Source: an optimization exercise on an open RTL-to-GDS flow (aim: small area, a short achievable clock period and few clock cycles per item). Production flows keep margins and buffers that such runs may drop. Function was checked by simulation only, so behaviour that the tests miss may differ from the original. Power is estimated from default activity; no workload was simulated. The clock port is modelled as an ideal driver; clocking choices that lean on that would not hold on a real chip.

== wip/fjord ==
// lfu_cache_lru_tiebreak_top
module lfu_cache_lru_tiebreak_top (
  input  logic                          clk,
  input  logic                          rst,
  input  logic                          start,
  output logic                          busy,
  input  logic                          func,
  input  logic signed [31:0]            lookup_key,
  input  logic signed [31:0]            store_value,
  output logic                          done,
  output logic                          hit,
  output logic signed [31:0]            read_value,
  input  logic                          capacity_we,
  input  logic [lfulru_pkg::CAP_W-1:0]  capacity_in_use
);
export LEC_CHECK = 0
export ABC_CLOCK_PERIOD_IN_PS = 3200
export CAP_MARGIN = 20
export CORE_MARGIN = 2
export CORE_UTILIZATION = 40
export PLACE_DENSITY = 0.6
export SETUP_SLACK_MARGIN = 2.8
export SLEW_MARGIN = 20
create_clock -name core_clock -period 6.0 [get_ports {clk}]
standard.sh (not shown) runs the stock make flow with config.mk's settings and CLKGATE_MAP_FILE= SYNTH_SCRIPT=/design/flow/synth_recipe.tcl, a recipe that flattens the netlist after the stock synthesis.
==> flow/flow/run.sh <==
#!/bin/bash
# Standard layout, with two changes:
# - the port buffers are buf_4 cells instead of the delay-type buffer the
#   port-buffering step picks on its own (every port still gets its own buffer);
# - clock tree synthesis clusters up to 30 sinks per leaf buffer and inserts
#   no dummy loads.
set -euo pipefail
export BUFFER_PORTS_ARGS="-buffer_cell sky130_fd_sc_hd__buf_4"
export CTS_ARGS="-sink_clustering_enable -repair_clock_nets -dont_use_dummy_load -sink_clustering_size 30 -sink_clustering_max_diameter 100"
bash standard.sh finish > standard_flow.log 2>&1
Testbench counts of wip/fjord, summed over its fixed seeds: cycles 4,816, items 4,800.
> inputs changed (wip/fjord -> wip/willow)
# wip/fjord
export LEC_CHECK = 0
export ABC_CLOCK_PERIOD_IN_PS = 3200
export CAP_MARGIN = 20
export CORE_MARGIN = 2
export CORE_UTILIZATION = 40
export PLACE_DENSITY = 0.6
export SETUP_SLACK_MARGIN = 2.8
export SLEW_MARGIN = 20
create_clock -name core_clock -period 6.0 [get_ports {clk}]
# wip/willow
export LEC_CHECK = 0
export ABC_CLOCK_PERIOD_IN_PS = 3100
export CAP_MARGIN = 20
export CORE_MARGIN = 2
export CORE_UTILIZATION = 55
export PLACE_DENSITY = 0.7
export SETUP_SLACK_MARGIN = 2.9
export SLEW_MARGIN = 20
create_clock -name core_clock -period 6.0 [get_ports {clk}]
==> comparison <==
The final layout from wip/willow, which completed every stage, passed the timing, design-rule and antenna checks at the end of the flow. wip/willow does better than wip/fjord on global-route wire length before repair. The global-route met1 utilization in wip/willow sits 13 points above the value recorded for wip/fjord. NOTE total power wip/fjord->wip/willow decreased slightly. Compared with wip/fjord, in wip/willow estimated wirelength of the detail-placed design moved down; worst setup margin decreased 130 ps; minimum clock period +130 ps; worst-skew pair later-pin latency held. Summed area of non-filler cells in the final layout sits higher in wip/willow than in wip/fjord.
Relative to wip/willow, the following input files were edited for wip/lagoon:
# wip/willow
export LEC_CHECK = 0
export ABC_CLOCK_PERIOD_IN_PS = 3100
export CAP_MARGIN = 20
export CORE_MARGIN = 2
export CORE_UTILIZATION = 55
export PLACE_DENSITY = 0.7
export SETUP_SLACK_MARGIN = 2.9
export SLEW_MARGIN = 20
create_clock -name core_clock -period 6.0 [get_ports {clk}]
# wip/lagoon
export LEC_CHECK = 0
export ABC_CLOCK_PERIOD_IN_PS = 3100
export CAP_MARGIN = 20
export CORE_MARGIN = 2
export CORE_UTILIZATION = 40
export PLACE_DENSITY = 0.6
export SETUP_SLACK_MARGIN = 2.9
export SLEW_MARGIN = 20
create_clock -name core_clock -period 6.0 [get_ports {clk}]
==> flow/flow/run.sh <==
#!/bin/bash
# Standard layout, with two changes:
# - the port buffers are buf_4 cells instead of the delay-type buffer the
#   port-buffering step picks on its own (every port still gets its own buffer);
# - clock tree synthesis clusters up to 20 sinks per leaf buffer and inserts
#   no dummy loads.
set -euo pipefail
export BUFFER_PORTS_ARGS="-buffer_cell sky130_fd_sc_hd__buf_4"
export CTS_ARGS="-sink_clustering_enable -repair_clock_nets -dont_use_dummy_load -sink_clustering_size 20 -sink_clustering_max_diameter 80"
bash standard.sh finish > standard_flow.log 2>&1
[summary]
Of the two values seen for critical path capture point, u_engine.ord[6][15] was produced by wip/lagoon and u_engine.ord[3][10] by wip/willow.
Compare wip/lagoon and wip/willow | post-CTS clock slew at the launch and capture registers of the worst setup and hold paths higher: wip/willow
Taking wip/willow as 1.0, wip/lagoon lands at 1.4 on area of the die.
Against wip/willow as the reference, wip/lagoon delivers a lower post-route fraction of the period consumed by the critical path.
wip/lagoon -> wip/willow: clock tree buffer depth delta 0, exact match
From wip/willow to wip/lagoon the numbers moved as follows: fraction of power consumed by the clock network grew by 5.0 points, final non-filler cell area saw an increase.
#### Input delta (wip/yarrow over wip/lagoon)
==> flow/flow/run.sh <==
#!/bin/bash
# Standard layout, with the port buffers made of buf_4 cells instead of the
# delay-type buffer the port-buffering step picks on its own. Every input and
# output port still gets its own buffer.
set -euo pipefail
export BUFFER_PORTS_ARGS="-buffer_cell sky130_fd_sc_hd__buf_4"
bash standard.sh finish > standard_flow.log 2>&1
- Taking wip/yarrow as 1.0, wip/lagoon lands at 0.41 on clock tree buffer count of the final layout.
- met1 track demand over resource in global routing across wip/yarrow and wip/lagoon: no real change.
- wip/yarrow ended up with u_engine.ord[11][15] as its end point of the critical path; wip/lagoon ended up with u_engine.ord[6][15].
- In wip/yarrow the clock transition time at the flip-flop clock pins of the worst setup and hold paths turned out 30 ps lower than in wip/lagoon.
- Sort wip/yarrow and wip/lagoon by total power asc -> top: wip/lagoon
- Between wip/yarrow and wip/lagoon, share of the core filled with cells in the final layout is lower for wip/lagoon, wip/yarrow comes in above that.
For wip/juniper, these inputs were changed with respect to wip/yarrow:
# wip/yarrow
export LEC_CHECK = 0
export ABC_CLOCK_PERIOD_IN_PS = 3100
export CAP_MARGIN = 20
export CORE_MARGIN = 2
export CORE_UTILIZATION = 40
export PLACE_DENSITY = 0.6
export SETUP_SLACK_MARGIN = 2.9
export SLEW_MARGIN = 20
create_clock -name core_clock -period 6.0 [get_ports {clk}]
# wip/juniper
export LEC_CHECK = 0
export ABC_CLOCK_PERIOD_IN_PS = 3200
export CAP_MARGIN = 20
export CORE_MARGIN = 2
export CORE_UTILIZATION = 40
export PLACE_DENSITY = 0.6
export SETUP_SLACK_MARGIN = 2.8
export SLEW_MARGIN = 20
create_clock -name core_clock -period 6.0 [get_ports {clk}]
==> flow/flow/run.sh <==
#!/bin/bash
# Standard layout, with two changes:
# - the port buffers are buf_4 cells instead of the delay-type buffer the
#   port-buffering step picks on its own (every port still gets its own buffer);
# - clock tree synthesis clusters up to 25 sinks per leaf buffer and inserts
#   no dummy loads.
set -euo pipefail
export BUFFER_PORTS_ARGS="-buffer_cell sky130_fd_sc_hd__buf_4"
export CTS_ARGS="-sink_clustering_enable -repair_clock_nets -dont_use_dummy_load -sink_clustering_size 25 -sink_clustering_max_diameter 100"
bash standard.sh finish > standard_flow.log 2>&1
==> comparison <==
wip/juniper finished every step from synthesis to the final layout, and the layout passed the timing, design-rule and antenna checks. wip/juniper has sequential share of layout area above what wip/yarrow had. In the tables for wip/juniper and wip/yarrow, multi-input logic portion of the cell area reads higher with wip/juniper. Post-cts sizing count delta for wip/juniper relative to wip/yarrow: 125 lower. On final cycle utilization of the critical path, wip/juniper and wip/yarrow are neck and neck. Signed area change from the synthesized netlist to the final layout: wip/juniper < wip/yarrow. wip/juniper — clock network fraction of design power 14 points lower, wip/yarrow as reference. Changes observed in wip/juniper relative to wip/yarrow: sequential cell count saw little to no change; count of multi-input combinational gates has remained practically unchanged.

-- separate check: timing with driven ports --
No port has a modelled driver above. Below, the same layouts with a new extraction and two added sets of constraints. Step 1 sets driving cells, clkbuf_16 on the clock port and buf_2 on the other inputs (assumed; they add their load-dependent delay and slew). Step 2 also shifts input and output timing later by t, the mid clock arrival at the registers, as if the neighbouring blocks saw the same clock. Slacks: ideal ports / drivers / drivers and shift; pairs: ideal ports / drivers.
| run | shift t [ns] | setup slack, ns | worst hold slack (ns) | worst setup path at the end | clock arrival spread, ns |
|---|---|---|---|---|---|
| wip/fjord | 0.752 | 2.736 / 2.736 / 2.085 | 0.499 / 0.499 / 0.499 | input to register | 0.138 / 0.138 |
| wip/willow | 0.752 | 2.604 / 2.604 / 2.127 | 0.459 / 0.459 / 0.459 | input to register | 0.149 / 0.149 |
| wip/lagoon | 0.764 | 2.616 / 2.616 / 2.010 | 0.454 / 0.454 / 0.454 | input to register | 0.118 / 0.118 |
| wip/yarrow | 0.872 | 2.599 / 2.599 / 1.985 | 0.465 / 0.428 / 0.465 | input to register | 0.072 / 0.072 |
| wip/juniper | 0.773 | 2.605 / 2.605 / 2.072 | 0.498 / 0.498 / 0.498 | input to register | 0.084 / 0.084 |
After both steps setup and hold are still met in every run listed. For wip/fjord, which loses most, drivers alone change the setup slack by 0.000 ns; drivers and shift together by -0.651 ns.
